Background: an optimization exercise with open tools, aiming at small area, a short achievable clock period and few clock cycles. Do not read the settings as production practice.
RTL that was checked went through simulation tests only; none was proved equivalent to the original.
Function not checked in run 4: the RTL went through the layout flow alone.
Power figures rest on the tool's default switching activity, not on a simulated workload.

## design/flow/design.v

```verilog
package isotp_rx_pkg;
	localparam logic [1:0] OP_ARM   = 2'd0;
	localparam logic [1:0] OP_FRAME = 2'd1;
	localparam logic [1:0] OP_ABORT = 2'd2;
	localparam logic [1:0] KIND_BYTE  = 2'd0;
	localparam logic [1:0] KIND_FLOW  = 2'd1;
	localparam logic [1:0] KIND_ERROR = 2'd2;
	localparam logic [2:0] ERR_SINGLE = 3'd0;
	localparam logic [2:0] ERR_FIRST  = 3'd1;
	localparam logic [2:0] ERR_SEQ    = 3'd2;
	localparam logic [2:0] ERR_SHORT  = 3'd3;
	localparam logic [2:0] ERR_TYPE   = 3'd4;
endpackage
import isotp_rx_pkg::*;
module isotp_receive_reassembler #(
	parameter int MAX_MESSAGE_BYTES = 64
) (
	input  logic       clk,
	input  logic       arst_n,
	input  logic       in_valid,
	output logic       in_ready,
	input  logic [1:0] op,
	input  logic [3:0] dlc,
	input  logic [7:0] byte_0,
	input  logic [7:0] byte_1,
	input  logic [7:0] byte_2,
	input  logic [7:0] byte_3,
	input  logic [7:0] byte_4,
	input  logic [7:0] byte_5,
	input  logic [7:0] byte_6,
	input  logic [7:0] byte_7,
	output logic       out_valid,
	input  logic       out_ready,
	output logic [1:0] kind,
	output logic [7:0] data_byte,
	output logic [5:0] byte_index,
	output logic [6:0] msg_length,
	output logic [2:0] error_code,
	output logic       last
);
	logic       armed_q, multi_q;
	logic [3:0] seq_q;
	logic [6:0] total_q;
	logic [5:0] rem_q;       
	logic [3:0] ck_q;        
	logic [1:0] qcnt_q;      
	logic [8:0] qe0_q, qe1_q;
	logic       ov_q;
	logic [1:0] kind_q;
	logic [7:0] data_q;
	logic [5:0] idx_q;
	logic [6:0] len_q;
	logic [2:0] code_q;
	logic       last_q;
	logic       active_q;    
	logic [5:0] r_q;         
	logic [511:0] st;        
	logic       qs;
	logic [6:0] a_ck, b_ck;
	logic       safe0, safec;
	assign qs = (qcnt_q != 2'd0 && qe0_q[8:7] == KIND_BYTE) ||
	            (qcnt_q == 2'd2 && qe1_q[8:7] == KIND_BYTE);
	always_comb begin
		a_ck = 7'd0;
		b_ck = 7'd0;
		case (ck_q)
			4'd1: begin a_ck = 7'd6;  b_ck = 7'd12; end
			4'd2: begin a_ck = 7'd13; b_ck = 7'd19; end
			4'd3: begin a_ck = 7'd20; b_ck = 7'd26; end
			4'd4: begin a_ck = 7'd27; b_ck = 7'd33; end
			4'd5: begin a_ck = 7'd34; b_ck = 7'd40; end
			4'd6: begin a_ck = 7'd41; b_ck = 7'd47; end
			4'd7: begin a_ck = 7'd48; b_ck = 7'd54; end
			4'd8: begin a_ck = 7'd55; b_ck = 7'd61; end
			default: begin a_ck = 7'd62; b_ck = 7'd68; end
		endcase
	end
	assign safe0 = !qs && (!active_q || r_q >= 6'd7);
	assign safec = !qs && (!active_q || {1'b0, r_q} > b_ck || len_q <= a_ck);
	assign in_ready = (qcnt_q != 2'd2) && (!armed_q || safe0) && (!multi_q || safec);
	logic       acc;
	logic [3:0] pci, nib;
	logic       frame, sf, ff, cf;
	logic       sf_ok, ff_len_ok, cf_seq_ok, cf_len_ok, cf_last;
	logic [2:0] copy;
	logic       sf_good, ff_good, cf_good;
	logic       push;
	logic [8:0] push_e;
	assign acc   = in_valid && in_ready;
	assign pci   = byte_0[7:4];
	assign nib   = byte_0[3:0];
	assign frame = acc && op == OP_FRAME && armed_q && dlc != 4'd0;
	assign sf    = frame && pci == 4'h0;
	assign ff    = frame && pci == 4'h1;
	assign cf    = frame && pci == 4'h2;
	assign sf_ok     = nib != 4'd0 && !nib[3] && (dlc[3] || nib < dlc);
	assign ff_len_ok = nib == 4'd0 && byte_1 >= 8'd8 && byte_1 <= 8'(MAX_MESSAGE_BYTES);
	assign cf_last   = rem_q[5:3] == 3'd0;
	assign copy      = cf_last ? rem_q[2:0] : 3'd7;
	assign cf_seq_ok = nib == seq_q;
	assign cf_len_ok = dlc[3] || copy < dlc[2:0];
	assign sf_good = sf && sf_ok;
	assign ff_good = ff && dlc[3] && ff_len_ok;
	assign cf_good = cf && multi_q && cf_seq_ok && cf_len_ok;
	assign push = frame && !(cf_good && !cf_last);
	always_comb begin
		push_e = {KIND_ERROR, 4'd0, ERR_TYPE};
		if (sf) begin
			if (sf_ok) push_e = {KIND_BYTE, 3'd0, nib};
			else       push_e = {KIND_ERROR, 4'd0, ERR_SINGLE};
		end else if (ff) begin
			if (!dlc[3])        push_e = {KIND_ERROR, 4'd0, ERR_TYPE};
			else if (ff_len_ok) push_e = {KIND_FLOW, 7'd0};
			else                push_e = {KIND_ERROR, 4'd0, ERR_FIRST};
		end else if (cf && multi_q) begin
			if (!cf_seq_ok)      push_e = {KIND_ERROR, 4'd0, ERR_SEQ};
			else if (!cf_len_ok) push_e = {KIND_ERROR, 4'd0, ERR_SHORT};
			else                 push_e = {KIND_BYTE, total_q};
		end
	end
	always_ff @(posedge clk or negedge arst_n) begin
		if (!arst_n) begin
			armed_q <= 1'b0;
			multi_q <= 1'b0;
		end else if (acc) begin
			if (op == OP_ARM) begin
				armed_q <= 1'b1;
				multi_q <= 1'b0;
			end else if (op == OP_ABORT) begin
				armed_q <= 1'b0;
				multi_q <= 1'b0;
			end else if (sf_good || (cf_good && cf_last)) begin
				armed_q <= 1'b0;
				multi_q <= 1'b0;
			end else if (ff_good) begin
				multi_q <= 1'b1;
			end else if (cf && !cf_seq_ok) begin
				multi_q <= 1'b0;
			end
		end
	end
	always_ff @(posedge clk) begin
		if (ff_good) begin
			seq_q   <= 4'd1;
			ck_q    <= 4'd1;
			total_q <= byte_1[6:0];
			rem_q   <= byte_1[5:0] - 6'd6;
		end else if (cf_good) begin
			seq_q <= seq_q + 4'd1;
			ck_q  <= ck_q + 4'd1;
			rem_q <= rem_q - 6'd7;
		end
	end
	logic [7:0][7:0] b;
	assign b = {byte_7, byte_6, byte_5, byte_4, byte_3, byte_2, byte_1, byte_0};
	for (genvar i = 0; i < 6; i++) begin : g_c0
		always_ff @(posedge clk) begin
			if (sf_good || ff_good) st[8*i +: 8] <= byte_0[4] ? b[i + 2] : b[i + 1];
		end
	end
	always_ff @(posedge clk) begin
		if (sf_good || (cf_good && ck_q == 4'd1)) st[48 +: 8] <= byte_0[5] ? byte_1 : byte_7;
	end
	for (genvar i = 7; i < MAX_MESSAGE_BYTES; i++) begin : g_cf
		always_ff @(posedge clk) begin
			if (cf_good && ck_q == 4'((i + 1) / 7)) st[8*i +: 8] <= b[(i + 1) % 7 + 1];
		end
	end
	logic       out_free, pop, load_byte;
	logic [1:0] h_kind;
	logic [6:0] h_val;
	assign out_free = !ov_q || out_ready;
	assign h_kind   = qe0_q[8:7];
	assign h_val    = qe0_q[6:0];
	assign pop      = out_free && !active_q && qcnt_q != 2'd0;
	always_ff @(posedge clk or negedge arst_n) begin
		if (!arst_n) begin
			qcnt_q <= 2'd0;
		end else begin
			qcnt_q <= qcnt_q + 2'(push) - 2'(pop);
		end
	end
	always_ff @(posedge clk) begin
		if (pop) qe0_q <= qe1_q;
		if (push) begin
			if (qcnt_q == 2'd0 || (qcnt_q == 2'd1 && pop)) qe0_q <= push_e;
			else qe1_q <= push_e;
		end
	end
	logic [7:0] rd;
	logic       s_last;
	assign rd        = st[8*r_q +: 8];
	assign load_byte = active_q || h_kind == KIND_BYTE;
	assign s_last    = active_q ? ({1'b0, r_q} + 7'd1 == len_q) : (h_val == 7'd1);
	always_ff @(posedge clk or negedge arst_n) begin
		if (!arst_n) begin
			ov_q     <= 1'b0;
			active_q <= 1'b0;
			r_q      <= 6'd0;
		end else if (out_free) begin
			ov_q <= active_q || qcnt_q != 2'd0;
			if (active_q || pop) begin
				if (load_byte && !s_last) begin
					active_q <= 1'b1;
					r_q      <= r_q + 6'd1;
				end else begin
					active_q <= 1'b0;
					r_q      <= 6'd0;
				end
			end
		end
	end
	always_ff @(posedge clk) begin
		if (out_free && (active_q || pop)) begin
			kind_q <= active_q ? KIND_BYTE : h_kind;
			data_q <= load_byte ? rd : 8'd0;
			idx_q  <= r_q;
			if (!active_q) len_q <= (h_kind == KIND_BYTE) ? h_val : 7'd0;
			code_q <= (!active_q && h_kind == KIND_ERROR) ? h_val[2:0] : 3'd0;
			last_q <= load_byte ? s_last : 1'b1;
		end
	end
	assign out_valid  = ov_q;
	assign kind       = kind_q;
	assign data_byte  = data_q;
	assign byte_index = idx_q;
	assign msg_length = len_q;
	assign error_code = code_q;
	assign last       = last_q;
endmodule
```

## design/flow/constraint.sdc

```tcl
create_clock -name core_clock -period 7.0 [get_ports {clk}]
set_input_delay 1.4000 -clock core_clock [delete_from_list [all_inputs] [get_ports {clk}]]
set_output_delay 1.4000 -clock core_clock [all_outputs]
set_load 0.01 [all_outputs]
```

## design/flow/run.sh

```bash
#!/bin/bash
# synth_recipe.tcl (not shown) runs the flow's synth.tcl, then flattens the netlist and writes it again
# the make line also repeats each setting of config.mk as NAME=value (left out here)
make -C /OpenROAD-flow-scripts/flow DESIGN_CONFIG=/design/flow/config.mk WORK_HOME=/design/flow/orfs CLKGATE_MAP_FILE= SYNTH_SCRIPT=/design/flow/synth_recipe.tcl finish
```

## design/flow/config.mk

```make
export PLATFORM = sky130hd
export DESIGN_NAME = isotp_receive_reassembler
export DESIGN_NICKNAME = isotp_receive_reassembler
export VERILOG_FILES = /design/flow/design.v
export SDC_FILE = /design/flow/constraint.sdc
export NUM_CORES = 4
export LEC_CHECK = 0
export ABC_CLOCK_PERIOD_IN_PS = 3000
export CAP_MARGIN = 20
export CORE_MARGIN = 2
export CORE_UTILIZATION = 40
export SETUP_SLACK_MARGIN = 4.0
export SLEW_MARGIN = 20
```

==> results of run 1 <==
==> through the flow <==
step / instance area [um^2] / worst slack (ps)
after floorplan: 25400 / 3270
after global placement: 27300 / 1820
after detailed placement: 27300 / 1680
after CTS: 32400 / 3150
after global routing: 32900 / 3100
final: 32900 / 3190
==> sequential cells by signal, summed over array words and instances (netlist names) <==
register,cells
a_ck,5
active_q,1
armed_q,1
b_ck,7
ck_q,4
code_q,3
data_q,8
idx_q,6
kind_q,2
last_q,1
len_q,7
multi_q,1
ov_q,1
qcnt_q,2
qe0_q,9
qe1_q,9
r_q,6
rem_q,6
seq_q,4
st,512
total_q,7
==> power by group through the flow <==
stage / Sequential (W) / Clock (W) / Combinational (W)
floorplan: 0.00418 / 0 / 0.00132
global placement: 0.00426 / 0 / 0.00184
detailed placement: 0.00426 / 0 / 0.00185
CTS: 0.00412 / 0.00365 / 0.00217
global route: 0.00413 / 0.00379 / 0.00231
finish: 0.00412 / 0.00361 / 0.00218
==> area by class of cell <==
cell class | instances | area (um^2) | area share [%]
flip-flops and latches | 602 | 17700 | 53.9
clock buffers | 77 | 1760 | 5.34
well taps | 837 | 1050 | 3.18
inverters | 37 | 169 | 0.513
repair buffers | 293 | 3720 | 11.3
clock inverters | 43 | 494 | 1.50
multi-input cells | 614 | 7970 | 24.2
==> what timing repair did <==
| action | CTS | global route |
|---|---|---|
| cloned | 55 | 3 |
| setup endpoints to repair | 601 | 560 |
| gates resized for setup | 239 | 59 |
| pin swaps | 56 | 33 |
| buffers inserted | 133 | 28 |
==> worst min path at each step <==
stage | from | endpoint | slack, ps | cells after the start
final | qe1_q[5] | qe0_q[5] | 520 | 2
after global routing | qe1_q[5] | qe0_q[5] | 570 | 2
after CTS | qe1_q[5] | qe0_q[5] | 520 | 2
after detailed placement | qe1_q[5] | qe0_q[5] | 510 | 2
after global placement | qe1_q[3] | qe0_q[3] | 500 | 2
after floorplan | r_q[5] | idx_q[5] | 470 | 0
==> kinds of logic (layout without fill, tap and decap cells) <==
logic type	Yosys count	in the layout	synth area share, %
flip-flops	602	602	70.9
multiplexers	235	235	17.8
AND/OR/NAND/NOR	173	216	3.88
AO/OA/AOI/OAI	100	102	3.09
buffers and inverters	98	450	1.67
adder cells (fa/ha/maj)	34	34	1.70
XOR/XNOR	27	27	0.946
==> layer usage <==
| layer | share of wire [%] | track usage [%] |
|---|---|---|
| met5 | 0 | 0 |
| met4 | 2.5 | 5.97 |
| met3 | 8.3 | 4.52 |
| met2 | 49 | 37.0 |
| met1 | 40 | 31.6 |
==> cell usage after synthesis, drive strengths merged, types with 22 or more instances <==
cell,instances,area (um^2)
clkbuf,25,95.1
mux4,161,3630
and2,22,138
nor2,31,116
edfxtp,561,16800
mux2,57,646
buf,36,184
inv,37,139
dfxtp,29,581
ha,34,425
nand2,34,130
==> critical path: cells and delay by family (launching register included) <==
family / cells / cell delay [ps]
AOI/OAI and AO/OA: 3 / 680
adders and majority gates: 1 / 220
buffers and inverters: 3 / 410
DFF: 1 / 420
and+or+nand+nor: 1 / 80
==> impl_metrics.json, run 1 <==
{
  "design.die.area_um2": 64500,
  "port_buffers": 102,
  "fin_util_pct": 53.3,
  "final-hold-violation-count": 0,
  "vias": 14500,
  "pin_count": 103,
  "max-slew-margin-rel_pct": 32.1,
  "initial_utilization_pct": 40.5,
  "internal-power_w": 0.00729,
  "cts-root-to-sink-buffers": 3,
  "slew_viol_final": 0,
  "final_common_cell": "edfxtp_1",
  "floorplan.die.height_um": 254,
  "synth_cells": 1269,
  "crit_path_start": "r_q[4]",
  "r2r_slack_ps": 3730,
  "highest_count_cells_in_the_layout_ignoring_fill_and_taps": "edfxtp_1, mux4_2, buf_4",
  "crit_path_top_delay_cell": "dfrtp_2",
  "rows": 91,
  "grt_setup_unrepaired": "yes",
  "clock-root-buffer": "clkbuf_16",
  "critPathCapture": "in_ready",
  "place.detailed.hpwl_um": 32800,
  "dr.first_iter.drc_count": 1450,
  "remaining_drc_errors": 0,
  "finalSetupViolCount": 0,
  "postSynth.asyncResetShare_pct": 1.99,
  "critPathMaxFanout": 2,
  "r2r-end": "st[244]",
  "synth_edf_count": 561,
  "wl_per_cell_um": 29.2,
  "synth_flop_cell": "edfxtp_1",
  "vdd_drop_max_v": 0.000230,
  "syn-cell-area_um2": 25000,
  "syn_nets": 1377,
  "run_status": "finished clean",
  "drt-total-wl_um": 73000,
  "power.share.clock_pct": 36.4,
  "cp-start-kind": "register",
  "antenna_violating_nets_left": 0,
  "cts_max_level": 3,
  "required_arrival_time_at_the_worst_endpoint_ps": 5600,
  "setup-tns-final_ps": 0,
  "clk_pin_slew_ps": 60,
  "slowest_delay_ps": 420,
  "antenna_found_initial": 2,
  "timing.critical_path.cells": "buf_12 > ha_4 > a211oi_4 > nor2_2 > o311ai_4 > a31oi_1 > buf_4 > buf_6",
  "timing.reg2reg.worst_path_depth": 14,
  "firstDrtPassIters": 7,
  "end_kind": "output port",
  "grt_util_all_layers_pct": 22.8,
  "tritoncts": "built",
  "switching_power_w": 0.00263,
  "final_worst_hold_slack_ps": 516,
  "final_min_period_over_clock_period_pct": 54.5,
  "worst-endpoint-arrival_ps": 2410,
  "tightest_slew_ps": 1020,
  "congestion_overflow_gr": 0,
  "seq_power_share_pct": 41.6,
  "post-layout-total-power_w": 0.00991,
  "max_freq_mhz": 262,
  "core_region_area_um2": 61700,
  "power_leakage_nw": 11.1,
  "yosysSeqAreaShare_pct": 70.9,
  "cts_sinks": 602,
  "pin_count_of_the_biggest_net_entering_global_routing": 57,
  "area.growth.synth_to_final_pct": 31.6,
  "yosys_warnings": 1,
  "synth_seq_cells": 602,
  "fin_cells": 2503,
  "cts-buffers-inserted": 66,
  "crit-reg2reg-launch": "rem_q[5]",
  "worst_clock_skew_ps": 25.4,
  "synth_area_per_cell_um2": 19.7,
  "n_antenna_cell": 0,
  "gpl.final_weighted_congestion": 0.804,
  "final_layout_size_suffix_gt1_share_pct": 41.5,
  "die-width_um": 254,
  "powerDensity_nw_per_um2": 301,
  "timing.hold.worst.class": "reg2reg",
  "placed_cells": 2164,
  "synth.distinct_cells": 75,
  "avgViaCountPerCell": 5.78,
  "cts_hold_bufs": 0,
  "final.min_clock_period_ps": 3810,
  "later_pin_clock_latency_in_the_skew_report_ps": 610,
  "power.combinational.fraction_pct": 22.0,
  "global_route_wire_length_before_repair_um": 104000,
  "filler_cells": 4829,
  "first_global_vias": 14800,
  "maxCapViolCount": 0,
  "power.switching_fraction_pct": 26.5,
  "critical_path_class": "reg2out",
  "nNetsFinal": 1722
}
Testbench counts, summed over its fixed seeds: cycles 15,925.
==> run 2, diff against run 1 <==
--- a/design/flow/config.mk
+++ b/design/flow/config.mk
@@ -7,3 +7,2 @@
 export LEC_CHECK = 0
-export ABC_CLOCK_PERIOD_IN_PS = 3000
 export CAP_MARGIN = 20
@@ -11,3 +10,3 @@
 export CORE_UTILIZATION = 40
-export SETUP_SLACK_MARGIN = 4.0
+export SETUP_SLACK_MARGIN = 3.5
 export SLEW_MARGIN = 20
==> run 2 against run 1 <==
Against the previous run:
- sequential power hardly changed
- via count is 8.8% lower
- final cell count is 5.6% lower
- power shrank 6.1%
- clock skew shrank 5.5 ps
- die area did not move
- routed wire length is 12% lower
- combinational power is 4% lower
- synthesized cell count did not move
- critical path type unchanged
- sequential share of layout area up 4.9 points
- clock-buffer cell count fell by 2
- utilization decreased by 4.4 points
==> impl_metrics.json, run 2 <==
{
  "run_status": "finished clean",
  "postSynth.asyncResetShare_pct": 1.99,
  "synth_common_cells": "edfxtp_1, mux4_2, mux2_2",
  "final-hold-violation-count": 0,
  "worst_clock_skew_ps": 19.8,
  "powerDensity_nw_per_um2": 308,
  "critical_path_class": "reg2out",
  "clock-root-buffer": "clkbuf_16",
  "cp.buffers_inverters": 4,
  "setup-tns-final_ps": 0,
  "cp-start-kind": "register",
  "max-slew-margin-rel_pct": 38.2,
  "slew_viol_final": 0,
  "final.min_clock_period_ps": 3850,
  "port_buffers": 102,
  "end_kind": "output port",
  "syn_nets": 1377,
  "wl_per_cell_um": 27.2,
  "design.die.area_um2": 64500,
  "highest_count_cells_in_the_layout_ignoring_fill_and_taps": "edfxtp_1, mux4_2, clkdlybuf4s50_1",
  "vdd_drop_max_v": 0.000209,
  "synth_top_area_cell": "edfxtp_1",
  "crit_path_top_delay_cell": "dfrtp_4",
  "synth_area_per_cell_um2": 19.7,
  "post-synth-top-area-fraction_pct": 67.4,
  "yosysSeqAreaShare_pct": 70.9,
  "synth.distinct_cells": 75,
  "finalSetupViolCount": 0,
  "cts_hold_bufs": 0,
  "fin_cells": 2362,
  "required_arrival_time_at_the_worst_endpoint_ps": 5600,
  "final_min_period_over_clock_period_pct": 55.0,
  "critPathMaxFanout": 4,
  "pin_count": 103,
  "core_region_area_um2": 61700,
  "path_delay_family": "compound AO/OA/AOI/OAI gates",
  "cts-buffers-inserted": 61,
  "register_with_the_most_flip_flops": "st",
  "final_common_cell": "edfxtp_1",
  "worstHoldStart": "qe1_q[3]",
  "nNetsFinal": 1583,
  "drt-total-wl_um": 64300,
  "synth_flop_cell": "edfxtp_1",
  "grt_util_all_layers_pct": 20.2,
  "final_layout_size_suffix_gt1_share_pct": 31.5,
  "pin_count_of_the_biggest_net_entering_global_routing": 56,
  "grt_setup_unrepaired": "yes",
  "cts_sinks": 602,
  "antenna_violating_nets_left": 0,
  "worst-endpoint-arrival_ps": 2450,
  "die-width_um": 254,
  "largest_registers": "st: 512 flops, qe0_q: 9 flops, qe1_q: 9 flops",
  "placed_cells": 2167,
  "clk_pin_slew_ps": 60,
  "timing.critical_path.cells": "buf_16 > inv_6 > ha_4 > nor2b_1 > o21a_1 > o311ai_4 > a31oi_1 > buf_4 > buf_6",
  "congestion_overflow_gr": 0,
  "synth_seq_cells": 602,
  "maxCapViolCount": 0,
  "gpl.final_weighted_congestion": 0.835,
  "later_pin_clock_latency_in_the_skew_report_ps": 630,
  "syn-cell-area_um2": 25000,
  "dr.first_iter.drc_count": 1060,
  "synth_edf_count": 561,
  "n_antenna_cell": 0,
  "antenna_found_initial": 0,
  "cts-root-to-sink-buffers": 3,
  "place.detailed.hpwl_um": 32400,
  "largest_register_ff_count": 512,
  "rows": 91,
  "timing.hold.worst.class": "reg2reg",
  "synth_top_cells_by_area": "edfxtp_1, mux4_2, mux2_2",
  "first_global_vias": 13600,
  "yosys_warnings": 1,
  "crit_path_start": "r_q[0]",
  "slowest_delay_ps": 520,
  "remaining_drc_errors": 0,
  "power_leakage_nw": 9.92,
  "avgViaCountPerCell": 5.58,
  "initial_utilization_pct": 40.5,
  "area.growth.synth_to_final_pct": 20.7,
  "synthMostInstantiatedCell": "edfxtp_1",
  "global_route_wire_length_before_repair_um": 93000,
  "cts_max_level": 2,
  "synth_cells": 1269,
  "post-layout-total-power_w": 0.00930,
  "tritoncts": "built",
  "firstDrtPassIters": 7,
  "floorplan.die.height_um": 254,
  "max_freq_mhz": 260,
  "tightest_slew_ps": 920,
  "vias": 13200,
  "crit-reg2reg-launch": "rem_q[4]"
}
run 2: cell count changes in the layout (fill, tap and decap cells not counted), moves of 8 or more:
cell             change
clkinv_1             +8
buf_4               -23
buf_6               -27
buf_16              -10
clkdlybuf4s50_1     +10
and2_4              -21
buf_12              -55
run 2: area by class of cell:
type | instances | area [um^2]
Clock inverter | 38 | 251
Clock buffer | 75 | 1620
Timing Repair Buffer | 185 | 1970
Multi-Input combinational cell | 588 | 7370
Inverter | 37 | 159
Sequential cell | 602 | 17700
Fill cell | 5128 | 31600
Tap cell | 837 | 1050
run 2: timing repair:
| action | in CTS | in global routing |
|---|---|---|
| pin swaps | 29 | 16 |
| gates resized for setup | 95 | 38 |
| buffers inserted | 49 | 9 |
| gates cloned | 23 | 1 |
| endpoints found under the setup margin | 569 | 219 |
run 2: through the flow:
| step | worst slack, ps | cell area, um^2 | utilization [%] | hold WS (ps) |
|---|---|---|---|---|
| finish | 3150 | 30200 | 48.9 | 522 |
| floorplan | 3270 | 25200 | - | 474 |
| global placement | 1910 | 27100 | 43.9 | 495 |
| global route | 3080 | 30200 | 48.9 | 540 |
| detailed placement | 1800 | 27100 | 43.9 | 498 |
| CTS | 3110 | 30000 | 48.6 | 518 |
run 2: report_power, final:
| group | switching, W | leakage (nW) | total (W) | internal (W) |
|---|---|---|---|---|
| Combinational | 0.00103 | 3.58 | 0.00209 | 0.00106 |
| Sequential | 0.0000807 | 5.43 | 0.00412 | 0.00404 |
| Clock | 0.00135 | 0.922 | 0.00309 | 0.00174 |
| Total | 0.00246 | 9.92 | 0.00930 | 0.00684 |
run 2: path summary, 6_finish.rpt:
kind                       endpoint  slack (ps)  depth (start not counted)
hold reg to reg            qe0_q[3]         520                          2
setup reg to reg            st[391]        3640                         11
hold / removal             qe0_q[3]         520                          2
max in group asynchronous    r_q[0]        5270                          1
min in group asynchronous  active_q        1200                          1
setup / recovery           in_ready        3150                          9
run 2: cells by family (layout without fill, tap and decap cells):
logic type	after synthesis	after routing	synth area share [%]
AOI/OAI and AO/OA	100	100	3.09
xor gates and xnor gates	27	27	0.946
adders and majority gates	34	34	1.70
buffers and inverters	98	335	1.67
DFF	602	602	70.9
muxes	235	235	17.8
and+or+nand+nor	173	192	3.88
run 2: worst register-to-register path, cell delays in order, from the launching register on:
cell	delay [ps]
edfxtp_1	440
nor3_4	210
or2b_1	280
ha_4	180
nor4b_4	270
a221oi_2	110
nand2b_4	200
a211o_4	370
nor3b_4	230
buf_4	160
buf_12	130
and2_2	420
run 2: routing by layer:
metal / global-route usage, % / part of all wire [%] / vias to the layer above
met4: 6.57 / 2.9 / 0
met5: 0 / 0 / -
met3: 4.88 / 7.4 / 101
met2: 31.9 / 47 / 458
met1: 27.7 / 43 / 6981
li1: - / - / 5648
==> run 3, diff against run 2 <==
--- a/design/flow/config.mk
+++ b/design/flow/config.mk
@@ -10,3 +10,2 @@
 export CORE_UTILIZATION = 40
-export SETUP_SLACK_MARGIN = 3.5
 export SLEW_MARGIN = 20
==> run 3 against run 2 <==
Against the previous run:
- first-iteration DRC count is 8.8% lower
- largest cell class unchanged
- utilization down 1.7 points
- design area shrank 3.5%
- still clean
- critical path depth down 1
- final cell count shrank 3.0%
- largest power group unchanged
- critical path type is now in2reg
==> impl_metrics.json, run 3 <==
{
  "initial_utilization_pct": 40.5,
  "synthMostInstantiatedCell": "edfxtp_1",
  "core_region_area_um2": 61700,
  "synth_top_cells_by_area": "edfxtp_1, mux4_2, mux2_2",
  "global_route_wire_length_before_repair_um": 85400,
  "cts_setup_buffers": 0,
  "met2_wirelength_um": 27500,
  "end_kind": "register",
  "dr.first_iter.drc_count": 967,
  "syn-cell-area_um2": 25000,
  "synth_top_area_cell": "edfxtp_1",
  "synth_area_per_cell_um2": 19.7,
  "cts-root-to-sink-buffers": 3,
  "grt_setup_unrepaired": "no",
  "clock-root-buffer": "clkbuf_16",
  "multiInputGateArea_um2": 6870,
  "critPathMaxFanout": 33,
  "clk_pin_slew_ps": 60,
  "final_layout_size_suffix_gt1_share_pct": 25.7,
  "later_pin_clock_latency_in_the_skew_report_ps": 620,
  "synth_cells": 1269,
  "yosys_warnings": 1,
  "synth_flop_cell": "edfxtp_1",
  "critical_path_class": "in2reg",
  "slew_viol_final": 0,
  "rows": 91,
  "grt_util_all_layers_pct": 18.1,
  "area.growth.synth_to_final_pct": 16.4,
  "cts_resized": 0,
  "max_freq_mhz": 199,
  "synth_common_cells": "edfxtp_1, mux4_2, mux2_2",
  "cts_hold_bufs": 0,
  "firstDrtPassIters": 7,
  "cts-buffers-inserted": 61,
  "syn_nets": 1377,
  "largest_registers": "st: 512 flops, qe0_q: 9 flops, qe1_q: 9 flops",
  "met3WireLength_um": 2660,
  "powerDensity_nw_per_um2": 320,
  "run_status": "finished clean",
  "worst_clock_skew_ps": 18.1,
  "finalSetupViolCount": 0,
  "synth.distinct_cells": 75,
  "remaining_drc_errors": 0,
  "final.min_clock_period_ps": 5020,
  "post-synth-top-area-fraction_pct": 67.4,
  "placed_cells": 2176,
  "pin_count": 103,
  "floorplan.die.height_um": 254,
  "antenna_violating_nets_left": 0,
  "cts_max_level": 2,
  "design.die.area_um2": 64500,
  "required_arrival_time_at_the_worst_endpoint_ps": 7250,
  "largest_register_ff_count": 512,
  "final-hold-violation-count": 0,
  "synth_edf_count": 561,
  "avgViaCountPerCell": 5.46,
  "final_common_cell": "edfxtp_1",
  "maxCapViolCount": 0,
  "fin_cells": 2290,
  "antenna_found_initial": 1,
  "timing.hold.worst.class": "reg2reg",
  "vias": 12500,
  "first_global_vias": 13000,
  "layout.area.seq_um2": 17700,
  "register_with_the_most_flip_flops": "st",
  "gpl.final_weighted_congestion": 0.820,
  "cp-start-kind": "primary input",
  "highest_count_cells_in_the_layout_ignoring_fill_and_taps": "edfxtp_1, mux4_2, clkdlybuf4s50_1",
  "final_worst_hold_slack_ps": 516,
  "max-slew-margin-rel_pct": 30.3,
  "congestion_overflow_gr": 0,
  "cts_sinks": 602,
  "drt-met1-wl_um": 25800,
  "place.detailed.hpwl_um": 33900,
  "postSynth.asyncResetShare_pct": 1.99,
  "nNetsFinal": 1510,
  "tritoncts": "built",
  "yosysSeqAreaShare_pct": 70.9,
  "tightest_slew_ps": 1040,
  "pin_count_of_the_biggest_net_entering_global_routing": 111,
  "top_layer": "met4",
  "die-width_um": 254,
  "synth_seq_cells": 602,
  "wl_per_cell_um": 24.9,
  "filler_cells": 5205,
  "worst-endpoint-arrival_ps": 5270,
  "final_min_period_over_clock_period_pct": 71.7,
  "power_leakage_nw": 9.42,
  "port_buffers": 102,
  "vdd_drop_max_v": 0.000242,
  "drt-total-wl_um": 57100,
  "setup-tns-final_ps": 0
}
[run 3: cell counts after synthesis]
No cell type changed its count.
[run 3: worst max-delay path, stage by stage]
cell and delay [ps]:
clkdlybuf4s50_1 1020, nor4b_2 430, a21boi_0 230, nand4_1 190
a211o_1 380, nor3b_1 440, and2_2 640, buf_4 510
[run 3: logic make-up (layout without fill, tap and decap cells)]
family,Yosys count,count (layout),share of synthesized area [%]
compound gates,100,100,3.09
simple gates,173,173,3.88
mux,235,235,17.8
buf+inv,98,281,1.67
fa+ha+maj,34,34,1.70
xor+xnor,27,27,0.946
flops,602,602,70.9
other cells,0,1,0
[run 3: cell type report]
cell class / instances / share of cell area (%)
Timing Repair Buffer: 131 / 4.37
Tap cell: 837 / 3.60
Inverter: 37 / 0.477
Clock buffer: 70 / 5.36
Clock inverter: 43 / 1.62
Sequential cell: 602 / 61.0
Multi-Input combinational cell: 569 / 23.6
Antenna cell: 1 / 0.00860
[run 3: worst paths after layout]
path                            startpoint         to  slack [ps]  cells past startpoint
worst max-delay path             byte_0[5]    st[288]        1980                      8
worst min-delay path              qe1_q[2]   qe0_q[2]         520                      2
worst max register to register    rem_q[3]    st[288]        2570                     10
worst min register to register    qe1_q[2]   qe0_q[2]         520                      2
max in group asynchronous           arst_n     r_q[0]        5260                      1
min in group asynchronous           arst_n  qcnt_q[1]        1210                      1
[run 3: through the flow]
| step | worst slack (ps) | util [%] | cell area, um^2 | total power (W) |
|---|---|---|---|---|
| after detailed placement | 1340 | 43.9 | 27100 | 0.00611 |
| after global placement | 1410 | 43.9 | 27100 | 0.00610 |
| after floorplan | 2250 | - | 25000 | 0.00547 |
| after CTS | 2010 | 47.1 | 29100 | 0.00942 |
| after global routing | 1790 | 47.1 | 29100 | 0.00966 |
| final | 1980 | 47.1 | 29100 | 0.00931 |
[run 3: metal layers]
layer,vias up,GRT usage (%)
met3,69,2.46
met4,0,4.69
met2,320,29.1
met5,-,0
li1,5476,-
met1,6649,26.0
[run 3: where the power goes]
group | switching (W) | total, W | internal [W] | leakage [nW]
sequential | 0.000150 | 0.00419 | 0.00404 | 5.43
combinational | 0.000880 | 0.00181 | 0.000929 | 3.00
clock | 0.00135 | 0.00331 | 0.00196 | 0.993
==> run 4, diff against run 3 <==
--- a/design/flow/design.v
+++ b/design/flow/design.v
@@ -57,25 +57,7 @@
 	logic [511:0] st;        
-	logic       qs;
-	logic [6:0] a_ck, b_ck;
-	logic       safe0, safec;
-	assign qs = (qcnt_q != 2'd0 && qe0_q[8:7] == KIND_BYTE) ||
-	            (qcnt_q == 2'd2 && qe1_q[8:7] == KIND_BYTE);
-	always_comb begin
-		a_ck = 7'd0;
-		b_ck = 7'd0;
-		case (ck_q)
-			4'd1: begin a_ck = 7'd6;  b_ck = 7'd12; end
-			4'd2: begin a_ck = 7'd13; b_ck = 7'd19; end
-			4'd3: begin a_ck = 7'd20; b_ck = 7'd26; end
-			4'd4: begin a_ck = 7'd27; b_ck = 7'd33; end
-			4'd5: begin a_ck = 7'd34; b_ck = 7'd40; end
-			4'd6: begin a_ck = 7'd41; b_ck = 7'd47; end
-			4'd7: begin a_ck = 7'd48; b_ck = 7'd54; end
-			4'd8: begin a_ck = 7'd55; b_ck = 7'd61; end
-			default: begin a_ck = 7'd62; b_ck = 7'd68; end
-		endcase
-	end
-	assign safe0 = !qs && (!active_q || r_q >= 6'd7);
-	assign safec = !qs && (!active_q || {1'b0, r_q} > b_ck || len_q <= a_ck);
-	assign in_ready = (qcnt_q != 2'd2) && (!armed_q || safe0) && (!multi_q || safec);
+	logic       out_free, pop, load_byte;
+	logic [1:0] h_kind;
+	logic [6:0] h_val;
+	logic [7:0] rd;
+	logic       s_last;
 	logic       acc;
@@ -88,2 +70,41 @@
 	logic [8:0] push_e;
+	logic       in_ready_q;
+	logic       armed_d, multi_d;
+	logic       qs, qs_d, room_d, active_d, x0, xc;
+	logic [1:0] qcnt_d;
+	logic [6:0] lx;
+	logic       p_same, p_next, p_one;
+	function automatic logic [6:0] chunk_a(input logic [3:0] c);
+		case (c)
+			4'd1:    chunk_a = 7'd6;
+			4'd2:    chunk_a = 7'd13;
+			4'd3:    chunk_a = 7'd20;
+			4'd4:    chunk_a = 7'd27;
+			4'd5:    chunk_a = 7'd34;
+			4'd6:    chunk_a = 7'd41;
+			4'd7:    chunk_a = 7'd48;
+			4'd8:    chunk_a = 7'd55;
+			default: chunk_a = 7'd62;
+		endcase
+	endfunction
+	assign lx     = active_q ? len_q : h_val;
+	assign p_same = {1'b0, r_q} > chunk_a(ck_q) + 7'd6 || lx <= chunk_a(ck_q);
+	assign p_next = {1'b0, r_q} > chunk_a(ck_q) + 7'd13 || lx <= chunk_a(ck_q) + 7'd7;
+	assign p_one  = r_q > 6'd12 || lx <= 7'd6;
+	assign qs = (qcnt_q != 2'd0 && qe0_q[8:7] == KIND_BYTE) ||
+	            (qcnt_q == 2'd2 && qe1_q[8:7] == KIND_BYTE);
+	assign qs_d = (pop ? (qcnt_q == 2'd2 && qe1_q[8:7] == KIND_BYTE) : qs) ||
+	              (push && push_e[8:7] == KIND_BYTE);
+	assign qcnt_d   = qcnt_q + 2'(push) - 2'(pop);
+	assign room_d   = qcnt_d != 2'd2;
+	assign active_d = !out_free ? active_q :
+	                  active_q  ? !s_last :
+	                  (pop && h_kind == KIND_BYTE && h_val != 7'd1);
+	assign x0 = !active_d || r_q >= 6'd7;
+	assign xc = !active_d || (ff_good ? p_one : cf_good ? p_next : p_same);
+	assign in_ready = in_ready_q;
+	always_ff @(posedge clk or negedge arst_n) begin
+		if (!arst_n) in_ready_q <= 1'b1;
+		else in_ready_q <= room_d && (!armed_d || (!qs_d && x0)) && (!multi_d || (!qs_d && xc));
+	end
 	assign acc   = in_valid && in_ready;
@@ -120,2 +141,22 @@
 	end
+	always_comb begin
+		armed_d = armed_q;
+		multi_d = multi_q;
+		if (acc) begin
+			if (op == OP_ARM) begin
+				armed_d = 1'b1;
+				multi_d = 1'b0;
+			end else if (op == OP_ABORT) begin
+				armed_d = 1'b0;
+				multi_d = 1'b0;
+			end else if (sf_good || (cf_good && cf_last)) begin
+				armed_d = 1'b0;
+				multi_d = 1'b0;
+			end else if (ff_good) begin
+				multi_d = 1'b1;
+			end else if (cf && !cf_seq_ok) begin
+				multi_d = 1'b0;
+			end
+		end
+	end
 	always_ff @(posedge clk or negedge arst_n) begin
@@ -124,17 +165,5 @@
 			multi_q <= 1'b0;
-		end else if (acc) begin
-			if (op == OP_ARM) begin
-				armed_q <= 1'b1;
-				multi_q <= 1'b0;
-			end else if (op == OP_ABORT) begin
-				armed_q <= 1'b0;
-				multi_q <= 1'b0;
-			end else if (sf_good || (cf_good && cf_last)) begin
-				armed_q <= 1'b0;
-				multi_q <= 1'b0;
-			end else if (ff_good) begin
-				multi_q <= 1'b1;
-			end else if (cf && !cf_seq_ok) begin
-				multi_q <= 1'b0;
-			end
+		end else begin
+			armed_q <= armed_d;
+			multi_q <= multi_d;
 		end
@@ -168,5 +197,2 @@
 	end
-	logic       out_free, pop, load_byte;
-	logic [1:0] h_kind;
-	logic [6:0] h_val;
 	assign out_free = !ov_q || out_ready;
@@ -189,4 +215,2 @@
 	end
-	logic [7:0] rd;
-	logic       s_last;
 	assign rd        = st[8*r_q +: 8];
--- a/design/flow/config.mk
+++ b/design/flow/config.mk
@@ -10,2 +10,3 @@
 export CORE_UTILIZATION = 40
+export SETUP_SLACK_MARGIN = 4.5
 export SLEW_MARGIN = 20
==> run 4 against run 3 <==
Against the previous run:
- sequential share of layout area is 7.2 points lower
- die area up 0.87%
- clock skew up 4.0 ps
- synthesized cell count up 3.2%
- worst hold slack gained 6.3 ps
- still clean on timing, DRC and antenna
- largest cell class unchanged
==> impl_metrics.json, run 4 <==
{
  "max_freq_mhz": 294,
  "nNetsFinal": 1783,
  "powerDensity_nw_per_um2": 285,
  "synth_edf_count": 561,
  "worst_clock_skew_ps": 22.2,
  "remaining_drc_errors": 0,
  "pin_count_of_the_biggest_net_entering_global_routing": 52,
  "clock-root-buffer": "clkbuf_16",
  "multiInputGateArea_um2": 8290,
  "final.min_clock_period_ps": 3400,
  "largest_register_ff_count": 512,
  "global_route_wire_length_before_repair_um": 108000,
  "finalSetupViolCount": 0,
  "crit_path_top_delay_cell": "or4b_4",
  "slowest_delay_ps": 520,
  "run_status": "finished clean",
  "wl_per_cell_um": 29.9,
  "power_leakage_nw": 11.2,
  "firstDrtPassIters": 5,
  "later_pin_clock_latency_in_the_skew_report_ps": 640,
  "gpl.final_weighted_congestion": 0.801,
  "highest_count_cells_in_the_layout_ignoring_fill_and_taps": "edfxtp_1, mux4_2, clkbuf_16",
  "grt_util_all_layers_pct": 23.5,
  "layout.area.seq_um2": 17600,
  "yosysSeqAreaShare_pct": 69.9,
  "tightest_slew_ps": 1030,
  "grt_setup_unrepaired": "yes",
  "congestion_overflow_gr": 0,
  "cts-buffers-inserted": 60,
  "antenna_violating_nets_left": 0,
  "tritoncts": "built",
  "syn_nets": 1434,
  "cp-start-kind": "primary input",
  "final_min_period_over_clock_period_pct": 48.5,
  "synthMostInstantiatedCell": "edfxtp_1",
  "port_buffers": 102,
  "synth_top_area_cell": "edfxtp_1",
  "final_common_cell": "edfxtp_1",
  "final-hold-violation-count": 0,
  "synth_area_per_cell_um2": 19.2,
  "final_layout_size_suffix_gt1_share_pct": 42.0,
  "initial_utilization_pct": 40.2,
  "clk_pin_slew_ps": 60,
  "synth_seq_cells": 597,
  "register_with_the_most_flip_flops": "st",
  "synth_cells": 1310,
  "synth_flop_cell": "edfxtp_1",
  "critical_path.most_common_cell": "buf_12",
  "post-synth-top-area-fraction_pct": 66.8,
  "drt-total-wl_um": 76400,
  "max-slew-margin-rel_pct": 31.1,
  "die-width_um": 255,
  "filler_cells": 4829,
  "first_global_vias": 15300,
  "core_region_area_um2": 62700,
  "postSynth.asyncResetShare_pct": 2.18,
  "maxCapViolCount": 0,
  "fin_util_pct": 52.3,
  "vias": 14800,
  "synth_top_cells_by_area": "edfxtp_1, mux4_2, mux2_2",
  "rows": 92,
  "synth_common_cells": "edfxtp_1, mux4_2, mux2_2",
  "vdd_drop_max_v": 0.000197,
  "synth.distinct_cells": 64,
  "area.growth.synth_to_final_pct": 30.2,
  "pin_count": 103,
  "place.detailed.hpwl_um": 33500,
  "cts_max_level": 2,
  "critPathMaxFanout": 7,
  "slew_viol_final": 0,
  "timing.critical_path.cells": "buf_12 > buf_12 > or4b_4 > nor4_4 > and2_4 > nand2_8 > buf_4 > nor3_4 > buf_12 > buf_12 > buf_4 > buf_6 > and2_4",
  "design.die.area_um2": 65100,
  "worst-endpoint-arrival_ps": 3730,
  "floorplan.die.height_um": 255,
  "required_arrival_time_at_the_worst_endpoint_ps": 7330,
  "syn-cell-area_um2": 25200,
  "yosys_warnings": 1,
  "critical_path_class": "in2reg",
  "dr.first_iter.drc_count": 1468,
  "cts_sinks": 597,
  "largest_registers": "st: 512 flops, qe0_q: 9 flops, qe1_q: 9 flops",
  "avgViaCountPerCell": 5.81,
  "cts-root-to-sink-buffers": 3,
  "timing.hold.worst.class": "reg2reg",
  "setup-tns-final_ps": 0,
  "antenna_found_initial": 0,
  "end_kind": "register"
}
[run 4: changes by cell type after synthesis, moves of 12 or more]
cell,delta
a211oi_1,-15
a21oi_1,+17
buf_2,-15
ha_1,+16
nand2_1,+17
xnor2_1,+12
[run 4: metrics by stage]
step                total power [W]  cell area, um^2  cells  setup slack (ps)  hold slack, ps
finish                      0.00936            32800   2551              3600             522
CTS                         0.00934            32000   2506              3660             513
floorplan                   0.00530            25700   1310              3280             473
detailed placement          0.00580            27400   2211              2070             506
global placement            0.00579            27400   2211              2170             495
global route                0.00966            32800   2550              3540             549
[run 4: metal layers]
layer  vias to the layer above  part of all wire [%]  GRT usage (%)  wire length [um]
met5                         -                     0              0                 0
met4                         0                   4.4           9.84              3360
met3                       163                   7.5           4.29              5710
met2                       679                    49           38.6             37200
met1                      7853                    39           31.1             30100
li1                       6121                     -              -                 -
[run 4: worst paths after layout]
kind                       startpoint    endpoint  slack (ps)  depth (start not counted)
setup / recovery            byte_0[4]     st[120]        3600                         13
min in group asynchronous      arst_n        ov_q        1200                          1
max in group asynchronous      arst_n      r_q[0]        5250                          1
hold / removal               qe1_q[6]    qe0_q[6]         520                          2
setup reg to reg             rem_q[5]  in_ready_q        3810                         16
hold reg to reg              qe1_q[6]    qe0_q[6]         520                          2
[run 4: area by class of cell]
class	instances	area share, %
diodes	1	0.00762
clock buffers	72	4.77
clock inverters	35	0.991
inverters	33	0.465
multi-input cells	669	25.2
flip-flops and latches	597	53.7
well taps	846	3.22
repair buffers	296	11.5
repair inverters	2	0.0724
[run 4: critical path, delay by kind of cell]
family	cells	cell delay, ps
buffers and inverters	7	810
and+or+nand+nor	6	1490
[run 4: cell families after synthesis]
| logic type | count (synthesis) | share of synthesized area, % |
|---|---|---|
| XOR/XNOR | 37 | 1.29 |
| flip-flops | 597 | 69.9 |
| AO/OA/AOI/OAI | 98 | 2.38 |
| adder cells (fa/ha/maj) | 50 | 2.48 |
| multiplexers | 241 | 18.2 |
| buffers and inverters | 93 | 1.55 |
| AND/OR/NAND/NOR | 194 | 4.17 |
[run 4: repair_timing]
action                                  4_1_cts  5_1_grt
buffers inserted                            118       38
resized for setup                           376      102
pin swaps                                    46       19
endpoints found under the setup margin      642      616
cloned                                       70        6
hold buffers                                  0        0
[run 4: report_power, final]
group / switching [W] / leakage (nW) / total [W] / internal, W
sequential: 0.000108 / 5.40 / 0.00411 / 0.00400
clock: 0.00137 / 0.924 / 0.00317 / 0.00180
combinational: 0.000957 / 4.83 / 0.00208 / 0.00112

-- what the ideal ports hide --
In the flow no input, the clock included, has a driving cell. The finished layouts below were timed again as built, in two steps. Step 1 sets driving cells, clkbuf_16 on the clock port and buf_2 on the other inputs (assumed; they add their load-dependent delay and slew). Step 2 times the ports against the registers' clock, not the clock port: input delays grow and output delays shrink by t, the midpoint of the rising clock arrivals with the driver on. Slacks: ideal ports / drivers / drivers and shift; pairs: ideal ports / drivers.
run | t, ns | setup WS [ns] | worst setup path at the end | cell pins on the clock port's net
run 1 | 0.663 | 3.188 / 3.126 / 3.039 | input to register | 1
run 2 | 0.679 | 3.148 / 3.087 / 2.887 | input to register | 1
run 3 | 0.670 | 1.983 / 2.012 / 1.342 | input to register | 1
run 4 | 0.688 | 3.604 / 3.614 / 2.926 | input to register | 1
After both steps setup and hold are still met in every run listed. For run 4, which loses most, drivers alone change the setup slack by +0.010 ns; drivers and shift together by -0.678 ns.
